Background: an optimization exercise with open tools, aiming at small area, a short achievable clock period and few clock cycles per item. Do not read the settings as production practice. The RTL was checked by simulation tests, not by an equivalence proof against the original design.

==> design.v <==
package aes_pkg;
    localparam int unsigned AES_BLOCK_W = 128;
    localparam int unsigned AES_BYTES   = 16;
    typedef logic [7:0] aes_byte_t;
    typedef enum logic [1:0] {IDLE, BUSY, DONE} sb_state_e;
    function automatic aes_byte_t gf_mul(input aes_byte_t a, input aes_byte_t b);
        aes_byte_t p;
        aes_byte_t s;
        p = 8'h00;
        s = a;
        for (int i = 0; i < 8; i++) begin
            if (b[i]) p = p ^ s;
            s = {s[6:0], 1'b0} ^ (s[7] ? 8'h1b : 8'h00);
        end
        gf_mul = p;
    endfunction
    function automatic aes_byte_t gf_inv(input aes_byte_t a);
        aes_byte_t sq;
        aes_byte_t r;
        sq = a;
        r  = 8'h01;
        for (int i = 1; i < 8; i++) begin
            sq = gf_mul(sq, sq);
            r  = gf_mul(r, sq);
        end
        gf_inv = r;
    endfunction
    function automatic aes_byte_t sbox_fwd(input aes_byte_t a);
        aes_byte_t b;
        b = gf_inv(a);
        sbox_fwd = b ^ {b[6:0], b[7]} ^ {b[5:0], b[7:6]} ^ {b[4:0], b[7:5]} ^ {b[3:0], b[7:4]}
               ^ 8'h63;
    endfunction
    function automatic aes_byte_t sbox_inv(input aes_byte_t s);
        aes_byte_t b;
        b = {s[6:0], s[7]} ^ {s[4:0], s[7:5]} ^ {s[1:0], s[7:2]} ^ 8'h05;
        sbox_inv = gf_inv(b);
    endfunction
endpackage
module sbox
(
    input  logic [3:0] x,
    input  logic [3:0] y,
    output aes_pkg::aes_byte_t sbout
);
    assign sbout = aes_pkg::sbox_fwd({y, x});
endmodule
module inv_sbox
(
    input  logic [3:0] x,
    input  logic [3:0] y,
    output aes_pkg::aes_byte_t sbout
);
    assign sbout = aes_pkg::sbox_inv({y, x});
endmodule
module sub_bytes_iter #(
    parameter int unsigned LANES = 4
) (
    input  logic                   clk_i,
    input  logic                   rst_n_i,
    input  logic                   valid_i,
    output logic                   ready_o,
    input  logic [aes_pkg::AES_BLOCK_W-1:0] data_i,
    input  logic                   inv_i,
    output logic                   valid_o,
    input  logic                   ready_i,
    output logic [aes_pkg::AES_BLOCK_W-1:0] data_o
);
    localparam int unsigned BEATS = aes_pkg::AES_BYTES / LANES;
    localparam int unsigned CNT_W = (BEATS > 1) ? $clog2(BEATS) : 1;
    localparam logic [CNT_W-1:0] LAST_BEAT = CNT_W'(BEATS - 1);
    if (LANES != 1 && LANES != 2 && LANES != 4 && LANES != 8 && LANES != 16) begin : g_bad_lanes
        $error("sub_bytes_iter: LANES must be 1, 2, 4, 8 or 16");
    end
    aes_pkg::sb_state_e                   state_q, state_d;
    logic [CNT_W-1:0]            cnt_q, cnt_d;
    aes_pkg::aes_byte_t [aes_pkg::AES_BYTES-1:0]   data_q, data_d;
    logic [3:0]                  lane_idx [LANES];
    aes_pkg::aes_byte_t                   lane_in  [LANES];
    aes_pkg::aes_byte_t                   lane_out [LANES];
    logic                        inv_q, inv_d;
    always_comb begin
        for (int l = 0; l < LANES; l++) begin
            lane_idx[l] = 4'(32'(cnt_q) * LANES + 32'(l));
            lane_in[l]  = data_q[lane_idx[l]];
        end
    end
    for (genvar l = 0; l < LANES; l++) begin : g_lane
        aes_pkg::aes_byte_t fwd_out;
        sbox u_sbox (
            .x     (lane_in[l][3:0]),
            .y     (lane_in[l][7:4]),
            .sbout (fwd_out)
        );
        aes_pkg::aes_byte_t inv_out;
        inv_sbox u_inv_sbox (
            .x     (lane_in[l][3:0]),
            .y     (lane_in[l][7:4]),
            .sbout (inv_out)
        );
        assign lane_out[l] = inv_q ? inv_out : fwd_out;
    end
    always_ff @(posedge clk_i or negedge rst_n_i) begin
        if (!rst_n_i) begin
            state_q <= aes_pkg::IDLE;
            cnt_q   <= '0;
            data_q  <= '0;
            inv_q   <= 1'b0;
        end else begin
            state_q <= state_d;
            cnt_q   <= cnt_d;
            data_q  <= data_d;
            inv_q   <= inv_d;
        end
    end
    always_comb begin
        state_d = state_q;
        cnt_d   = cnt_q;
        data_d  = data_q;
        inv_d   = inv_q;
        unique case (state_q)
            aes_pkg::IDLE: begin
                if (valid_i) begin
                    state_d = aes_pkg::BUSY;
                    cnt_d   = '0;
                    data_d  = data_i;
                    inv_d   = inv_i;
                end
            end
            aes_pkg::BUSY: begin
                for (int l = 0; l < LANES; l++) begin
                    data_d[lane_idx[l]] = lane_out[l];
                end
                if (cnt_q == LAST_BEAT) state_d = aes_pkg::DONE;
                else                    cnt_d   = cnt_q + 1'b1;
            end
            aes_pkg::DONE: begin
                if (ready_i) state_d = aes_pkg::IDLE;
            end
            default: state_d = aes_pkg::IDLE;
        endcase
    end
    always_comb begin
        ready_o = (state_q == aes_pkg::IDLE);
        valid_o = (state_q == aes_pkg::DONE);
        data_o  = data_q;
    end
endmodule
==> run.sh <==
#!/bin/bash
# synth_recipe.tcl (not shown) runs the flow's synth.tcl, then flattens the netlist and writes it again
# the make line also repeats each setting of config.mk as NAME=value (left out here)
make -C /OpenROAD-flow-scripts/flow DESIGN_CONFIG=/design/flow/config.mk WORK_HOME=/design/flow/orfs CLKGATE_MAP_FILE= SYNTH_SCRIPT=/design/flow/synth_recipe.tcl finish
==> config.mk <==
export PLATFORM = sky130hd
export DESIGN_NAME = sub_bytes_iter
export DESIGN_NICKNAME = sub_bytes_iter
export VERILOG_FILES = /design/flow/design.v
export SDC_FILE = /design/flow/constraint.sdc
export NUM_CORES = 4
export LEC_CHECK = 0
export CAP_MARGIN = 20
export CORE_MARGIN = 2
export CORE_UTILIZATION = 40
export SLEW_MARGIN = 20
==> constraint.sdc <==
create_clock -name core_clock -period 17.0 [get_ports {clk_i}]
set_input_delay 3.4000 -clock core_clock [delete_from_list [all_inputs] [get_ports {clk_i}]]
set_output_delay 3.4000 -clock core_clock [all_outputs]
set_load 0.01 [all_outputs]
==> results by group <==
Outcome
  • Status: timing/DRC/antenna clean

Worst setup path
  • Crit path capture type: register
  • Slowest CP cell: xnor2_1
  • Worst Setup SP: cnt_q[0]$_DFFE_PN0P_
  • Critical Path Source Type: register
  • Required time of the critical path: 17430 ps
  • Max stage delay on crit path: 660 ps
  • Kind of critical path: register to register
  • FF-to-FF Start: cnt_q[0]$_DFFE_PN0P_
  • Peak fanout along the critical path: 14
  • Critical Path AT: 16730 ps

CTS
  • Clk root buf: clkbuf_16
  • Clk sinks: 133
  • Clock latency on the worst-skew pair: 540 ps
  • H-tree levels: 4
  • CTS tree: built
  • Num CTS Buffers: 25
  • Clk slew on worst S/H paths: 70 ps
  • Longest Clk Path Bufs: 3

Synth
  • Mapped Cells: 15500
  • Post-synth EDFFs: 0
  • Post-Synth XOR/XNOR Area: 50.0%
  • Seq/Total Area, Yosys: 2.82%
  • Flops & latches, synth: 133
  • Syn_nets: 15700
  • Ys async rst share: 100%
  • Top post-synthesis cells by area: xnor2_1 23%, xnor3_1 13%, nor2_1 7.2%, xor2_1 6.4%, nand2_1 5.1%
  • Area leader, netlist: xnor2_1
  • Mux cell area share after synthesis: 5.34%
  • Main combinational cell family by area after synthesis: XOR/XNOR gates
  • Most used flip-flop cell after synthesis: dfrtp_1
  • Yosys warnings: 9
  • Post-synth top area share: 23.0%
  • Syn Area/Cell: 7.61 um2
  • Post-synth design cell area: 118000 um2
  • Yosys cell types: 134
  • Simple-gate share of the synthesized area: 20.0%
  • Adder-cell share of the synthesized area: 0.718%
  • Synth Area in Compound Gates: 16.5%

Floorplan
  • Core area: 294000 um2
  • Die Y: 548 um
  • Die Wd: 548 um
  • Starting Density: 40.2%
  • Die Area: 300000 um2
  • I/O Pins: 263
  • Site row count: 199

Placed design
  • Post-DP HPWL: 296000 um
  • Placer Congestion: 0.958
  • IO buf count: 262
  • Worst slack at placement: -494 ps
  • DP Area: 129000 um2

Final layout
  • Syn-to-layout area delta: 11.6%
  • Final core occ: 44.9%
  • Cell area after layout: 132000 um2
  • Fin nets: 16000
  • Share of cells above drive strength 1: 12.7%

Route
  • Via density: 5.58
  • Via Count: 110000
  • Average wire per cell in the routed design: 19.9 um
  • Total routed wirelength: 392000 um
  • Post-DRT Antenna Nets: 0
  • DRT iter0 DRCs: 9771
  • TritonRoute pass-1 iters: 7
  • Remaining DRCs: 0

GRT
  • Vias in the first global route: 102000
  • Antenna violations before repair: 14
  • All-layer global routing usage: 24.9%
  • GRT overflow: 0
  • Largest net degree at the start of global routing: 85
  • First-pass GRT wire length: 608000 um

Timing
  • Min Hold Slack: 520 ps
  • Final Max Tran Viols: 0
  • Final setup margin: 699 ps
  • Setup violations, final: 0
  • Final hold vios: 0
  • Period utilisation layout: 95.9%
  • Tmin final: 16300 ps
  • FMAX: 61.3 MHz
  • RSZ-0062 raised after global routing: true
  • Rel. slew slack: 19.1%
  • Slew @ Worst Pin: 1210 ps
  • Clock skew: 30.1 ps

Worst hold path
  • Hold crit path type: register to register
  • Min-Delay Startpoint: data_q[123]$_DFFE_PN0P_

Flow run
  • Max Cap Viol: 0
==> cell families after synthesis <==
family	Yosys count
AO/OA/AOI/OAI	2948
XOR/XNOR	5110
adder cells (fa/ha/maj)	70
buffers and inverters	1258
flip-flops	133
multiplexers	573
AND/OR/NAND/NOR	5433
==> synth_stat cells (37+ instances only) <==
cell type  number
buf_2         233
or3_1          74
mux2_2         85
and2_1         87
nand2_1      1611
nor3_1        441
o31ai_1        42
xor2_2         73
xnor2_2       200
buf_1          71
a221o_1        37
a211oi_1      128
nand4_1        37
a31oi_1       111
o21ai_0       609
clkbuf_1      615
a221oi_1      100
xnor3_1       680
o221ai_1       57
o211ai_1      168
o32ai_1        40
a22oi_1       111
o21ai_1        60
xor2_1        868
and3_1         76
or2_2          38
ha_1           59
xnor2_1      3107
xnor3_2        61
o21a_1         46
nor2b_1       174
a21o_1         42
o22ai_1       205
nor2_1       2268
nand2b_1      125
xor3_1         77
nand3_1       317
buf_4          71
a21oi_1       726
dfrtp_1       133
inv_1         199
mux2i_1       441
==> cell type report <==
class,instances,area (um2)
fillers,29500,162000
multi-input cells,14100,112000
repair buffers,1285,10400
well taps,3919,4900
flip-flops and latches,133,3340
inverters,233,876
clock buffers,30,674
clock inverters,2,35.0
diodes,14,35.0
==> worst max-delay path: cells and delay by family (launching register included) <==
| kind | cells | cell delay (ps) |
|---|---|---|
| AOI/OAI and AO/OA | 7 | 1390 |
| xor gates and xnor gates | 28 | 9470 |
| adders and majority gates | 2 | 780 |
| buffers and inverters | 3 | 630 |
| DFF | 1 | 470 |
| muxes | 5 | 1680 |
| and+or+nand+nor | 8 | 1710 |
==> metal layers <==
metal	vias up	share of wire, %	track usage [%]
met4	2	5.7	12.6
met2	3281	46	40.3
met1	52600	44	33.6
met3	475	4.6	1.13
met5	-	0.0031	0
li1	53900	-	-
==> through the flow <==
stage	std cells	setup TNS (ps)
3_3_place_gp	19600	-2770
5_1_grt	19800	-692
4_1_cts	19600	0
2_1_floorplan	15500	0
3_5_place_dp	19600	-3500
6_report	19800	0
==> placed cells by master (no fill, tap or decap), drive strengths merged, types with 218 or more instances in the layout <==
master	count
buf	1025
clkdlybuf4s50	260
nor2	2278
xor2	954
inv	218
xnor2	3333
nand2	1616
xnor3	741
nor3	443
nand3	317
mux2i	445
a21oi	739
o21ai	673
==> sequential cells by signal, summed over array words and instances (netlist names) <==
name / count
state_q: 2
cnt_q: 2
data_q: 128
inv_q: 1
==> worst paths after layout <==
kind                                      endpoint  slack (ps)  depth (start not counted)
max                          data_q[3]$_DFFE_PN0P_         700                         53
min                        data_q[123]$_DFFE_PN0P_         520                          2
max reg2reg                  data_q[3]$_DFFE_PN0P_         700                         53
min reg2reg                data_q[123]$_DFFE_PN0P_         520                          2
max in group asynchronous        inv_q$_DFFE_PN0P_       12550                          2
min in group asynchronous    data_q[5]$_DFFE_PN0P_        2950                          1
==> timing repair <==
| action | CTS | global route |
|---|---|---|
| pin swaps | 1 | 36 |
| hold buffers | 0 | 0 |
| setup endpoints to repair | 37 | 128 |
| setup buffers | 0 | 98 |
| gates cloned | 0 | 1 |
| resized for setup | 19 | 239 |
Testbench counts, summed over its fixed seeds: cycles 9,600, items 1,600.

## static timing again, ports no longer ideal
Ports are ideal in the flow. The routed layout listed here was re-timed in OpenROAD.
Step 1 sets driving cells, clkbuf_16 on the clock port and buf_2 on the other inputs (assumed; they add their load-dependent delay and slew).
Step 2 also shifts input and output timing later by t, the mid clock arrival at the registers, as if the neighbouring blocks saw the same clock.
Three values: ideal, step 1, step 2; two values: the first two.
t (ns): 0.607
setup slack, ns: 0.699 / 0.699 / 0.699
pins driven straight from the clock port: 1
After both steps this run still meets setup and hold. For this run, drivers alone change the setup slack by 0.000 ns; drivers and shift together by 0.000 ns.
